Source: an optimization exercise on an open RTL-to-GDS flow (aim: small area and a short achievable clock period). Production flows keep margins and buffers that such runs may drop. The RTL was checked by simulation tests, not by an equivalence proof against the original design. Power figures rest on the tool's default switching activity, not on a simulated workload.

## exp/garnet
==> flow/design.v (excerpt) <==
module xgmii_rx_stats_top (
    input  logic          sys_clk,
    input  logic          sys_rst,
    input  logic [255:0]  xgmii_rxd,
    input  logic [31:0]   xgmii_rxc,
    input  logic          clear,
    output logic          sec_tick,
    output logic [63:0]   rx_pps,
    output logic [63:0]   rx_throughput,
    output logic [63:0]   rx_errors
);
clock: 20.0 ns
lec_check: 0
cap_margin: 20
core_margin: 2
core_utilization: 40
slew_margin: 20
standard.sh (not shown) runs the stock make flow with config.mk's settings and CLKGATE_MAP_FILE= SYNTH_SCRIPT=/design/flow/synth_recipe.tcl, a recipe that flattens the netlist after the stock synthesis.
==> flow/flow/run.sh <==
#!/bin/bash
set -euo pipefail
export BUFFER_PORTS_ARGS="-buffer_cell sky130_fd_sc_hd__buf_1"
export ADDER_MAP_FILE=
bash standard.sh > flow_make.log 2>&1
Setup changes, exp/garnet to exp/sierra
==> flow/flow/run.sh <==
#!/bin/bash
# The standard layout (standard.sh) with these changes:
#  - synthesis: the standard script (synth_recipe.tcl) with ABC run on
#    flow/map.abc instead of ORFS's speed script, and adders left to ABC
#    (no full-adder cell mapping); registers are mapped exactly as before;
#  - port buffers are plain buf_1 cells;
#  - timing repair aims SETUP_SLACK_MARGIN ns beyond the constraint.
set -euo pipefail
here=$(pwd)
export MY_ABC_SCRIPT=$here/flow/map.abc
export ADDER_MAP_FILE=
export BUFFER_PORTS_ARGS="-buffer_cell sky130_fd_sc_hd__buf_1"
export SETUP_SLACK_MARGIN=${SETUP_SLACK_MARGIN:-11}
sed "s#SYNTH_SCRIPT=[^ ]*#SYNTH_SCRIPT=$here/flow/synth.tcl#" standard.sh > standard_own.sh
grep -q "SYNTH_SCRIPT=$here/flow/synth.tcl" standard_own.sh
bash standard_own.sh > flow_make.log 2>&1
==> flow/flow/map.abc (new file) <==
strash
&get -n
&syn2
&dch -f
&nf
&put
buffer -c
upsize -c
dnsize -c
==> flow/flow/synth.tcl (new file) <==
proc synth {args} { yosys synth -nofsm -noshare {*}$args }
proc abc {args} {
  set i [lsearch -exact $args -script]
  if { $i >= 0 && [info exists ::env(MY_ABC_SCRIPT)] && $::env(MY_ABC_SCRIPT) ne "" } {
    lset args [expr { $i + 1 }] $::env(MY_ABC_SCRIPT)
  }
  yosys abc {*}$args
}
source $::env(SCRIPTS_DIR)/synth.tcl
# left out here: clear keep_hierarchy, flatten, clean up, hide names made inside functions, write 1_2_yosys.v
Findings:
Taking exp/sierra as 1.0, exp/garnet lands at 1.05 on die height. Summary — first-pass GRT wire length, exp/sierra relative to exp/garnet: lower, by about 16%. Diff exp/garnet -> exp/sierra | sequential share of layout area | increase of 2.6 points. exp/sierra ends up with a area growth from synthesis to layout that is 2.1 points higher than in exp/garnet. The final worst-path setup slack number comes out higher for exp/sierra vs exp/garnet. Changes observed in exp/sierra relative to exp/garnet: flip-flop and latch count level; data-path buffer share of cell area in the final layout higher; average routed wire per standard cell went down by 9.2%.
### exp/sierra -> exp/quartz
--- a/flow/flow/map.abc
+++ b/flow/flow/map.abc
@@ -0,0 +1,2 @@
+strash
+dc2
@@ -3 +4,0 @@
-&syn2
==> notes.md <==
[compare] base=exp/sierra new=exp/quartz: first-iteration DRC count went down; design area saw a decrease; first-pass GRT wire length shows a reduction of 5.7%.
exp/quartz against exp/sierra: non-clock buffer contribution to total cell area went up; synthesized instance count decreased by 186 relative to the old numbers; clock network fraction of design power picked up an extra 1.5 points.
In the reports for exp/sierra and exp/quartz, the larger floorplan core area belongs to exp/sierra.

xgmii_rx_stats_top, a different RTL version from the one above (not shown whole).
Size: about 3100 cells after synthesis, roughly 430 flip-flops, about 480 I/O pins, ~26000 um2 of cells after synthesis.
Design xgmii_rx_stats_top, start of the top module:
module xgmii_rx_stats_top (
    input  logic          sys_clk,
    input  logic          sys_rst,
    input  logic [255:0]  xgmii_rxd,
    input  logic [31:0]   xgmii_rxc,
    input  logic          clear,
    output logic          sec_tick,
    output logic [63:0]   rx_pps,
    output logic [63:0]   rx_throughput,
    output logic [63:0]   rx_errors
);
export LEC_CHECK = 0
export CAP_MARGIN = 20
export CORE_MARGIN = 2
export CORE_UTILIZATION = 40
export CTS_BUF_LIST = sky130_fd_sc_hd__clkbuf_8
export CTS_CLUSTER_DIAMETER = 80
export CTS_CLUSTER_SIZE = 16
export SLEW_MARGIN = 20
create_clock -name core_clock -period 20.0 [get_ports {sys_clk}]
==> flow/flow/run.sh <==
#!/bin/bash
# The standard layout (standard.sh) with these changes:
#  - synthesis: the standard script (synth_recipe.tcl) with ABC run on
#    flow/map.abc instead of ORFS's speed script, and adders left to ABC
#    (no full-adder cell mapping); registers are mapped exactly as before;
#  - port buffers are plain buf_1 cells;
#  - timing repair may resize cells to other footprints;
#  - timing repair aims SETUP_SLACK_MARGIN ns beyond the constraint.
set -euo pipefail
here=$(pwd)
export MY_ABC_SCRIPT=$here/flow/map.abc
export ADDER_MAP_FILE=
export BUFFER_PORTS_ARGS="-buffer_cell sky130_fd_sc_hd__buf_1"
export SETUP_SLACK_MARGIN=${SETUP_SLACK_MARGIN:-12}
sed -e "s#SYNTH_SCRIPT=[^ ]*#SYNTH_SCRIPT=$here/flow/synth.tcl MATCH_CELL_FOOTPRINT=0#" standard.sh > standard_own.sh
grep -q "SYNTH_SCRIPT=$here/flow/synth.tcl" standard_own.sh
bash standard_own.sh > flow_make.log 2>&1
==> flow/flow/map.abc <==
strash
dc2
strash
&get -n
&dch -f
&nf
&put
buffer -c
upsize -c
dnsize -c
==> flow/flow/synth.tcl <==
proc synth {args} { yosys synth -nofsm -noshare {*}$args }
proc abc {args} {
  set i [lsearch -exact $args -script]
  if { $i >= 0 && [info exists ::env(MY_ABC_SCRIPT)] && $::env(MY_ABC_SCRIPT) ne "" } {
    lset args [expr { $i + 1 }] $::env(MY_ABC_SCRIPT)
  }
  yosys abc {*}$args
}
source $::env(SCRIPTS_DIR)/synth.tcl
# left out here: clear keep_hierarchy, flatten, clean up, hide names made inside functions, write 1_2_yosys.v
The first run completed without violations.
Then changed:
--- a/flow/flow/run.sh
+++ b/flow/flow/run.sh
@@ -7 +6,0 @@
-#  - timing repair may resize cells to other footprints;
@@ -14,2 +13,2 @@
-export SETUP_SLACK_MARGIN=${SETUP_SLACK_MARGIN:-12}
-sed -e "s#SYNTH_SCRIPT=[^ ]*#SYNTH_SCRIPT=$here/flow/synth.tcl MATCH_CELL_FOOTPRINT=0#" standard.sh > standard_own.sh
+export SETUP_SLACK_MARGIN=${SETUP_SLACK_MARGIN:-12.25}
+sed "s#SYNTH_SCRIPT=[^ ]*#SYNTH_SCRIPT=$here/flow/synth.tcl#" standard.sh > standard_own.sh
==> flow/flow/map.abc (replaced) <==
strash
&get -n
&syn2
&dch -f
&nf
&put
buffer -c
upsize -c
dnsize -c
Effect: Clock power went up by a few percent; register-to-register slack is better by 0.77 ns; non-clock buffer count went down by 118; setup slack gets better by 0.66 ns; die area rose by a few percent; clock-buffer cell count grows by 3; cell count is higher slightly; global-route usage came out lower by 1.3 points; wire length goes down by a few percent.
Then changed:
--- a/flow/flow/run.sh
+++ b/flow/flow/run.sh
@@ -13 +13 @@
-export SETUP_SLACK_MARGIN=${SETUP_SLACK_MARGIN:-12.25}
+export SETUP_SLACK_MARGIN=${SETUP_SLACK_MARGIN:-12}
==> flow/flow/map.abc (replaced) <==
strash
dc2
strash
&get -n
&dch -f
&nf
&put
buffer -c
upsize -c
dnsize -c
--- a/flow/config.mk
+++ b/flow/config.mk
@@ -11,3 +11,2 @@
-export CTS_BUF_LIST = sky130_fd_sc_hd__clkbuf_8
-export CTS_CLUSTER_DIAMETER = 80
-export CTS_CLUSTER_SIZE = 16
+export CTS_CLUSTER_DIAMETER = 100
+export CTS_CLUSTER_SIZE = 24
After rerunning:
- worst setup slack degrades by 0.71 ns
- area after synthesis drops by a few percent
- total power grows by a few percent
- final area is higher by a little under a tenth
- wire length decreases slightly
- clock skew falls by 0.012 ns
- cell count decreases slightly
Then changed:
==> flow/flow/map.abc (replaced) <==
strash
&get -n
&syn2
&dch -f
&nf
&put
buffer -c
upsize -c
dnsize -c
The changed run ran to the end with no violations.
Setup slack improved by 0.54 ns.
Wire length fell by 0.82%.
Synthesized area rose by 2.7%.
Worst hold slack barely changes.
Via count does not change.
Sequential share of layout area rose by 3.1 points.
Non-clock buffer count shrinks by 167.
Power goes down by 5.4%.
Utilization fell by 6.0 points.
Cell area drops by 9.1%.
Count of clock-buffer cells in the layout drops by 2.

==> static timing again, ports no longer ideal <==
The results above use ideal ports. As a check the final layouts listed here were re-extracted and re-timed, cells and wires unchanged.
Step 1, drivers: a clkbuf_16 drives sys_clk and a buf_2 each remaining input, both assumed.
Step 2 times the ports against the registers' clock, not the clock port: input delays grow and output delays shrink by t, the midpoint of the rising clock arrivals with the driver on.
a / b / c = ideal ports / drivers / drivers and shift; a / b = the first two.
| run | t (ns) | slack for setup (ns) | cell pins on the clock port's net |
|---|---|---|---|
| exp/garnet | 0.646 | 11.066 / 11.095 / 10.449 | 1 |
| exp/sierra | 0.647 | 11.424 / 11.459 / 10.812 | 1 |
| exp/quartz | 0.641 | 11.378 / 11.412 / 10.771 | 1 |
| the first run of note 2 | 0.663 | 11.692 / 11.706 / 11.043 | 1 |
| the second run of note 2 | 0.663 | 12.351 / 12.386 / 11.722 | 1 |
| the third run of note 2 | 0.619 | 11.636 / 11.656 / 11.037 | 1 |
| the fourth run of note 2 | 0.623 | 12.178 / 12.190 / 11.567 | 1 |
After both steps every run listed still meets setup and hold. The setup slack of the first run of note 2, which loses most, moves by +0.014 ns with the drivers and by -0.649 ns with both steps.
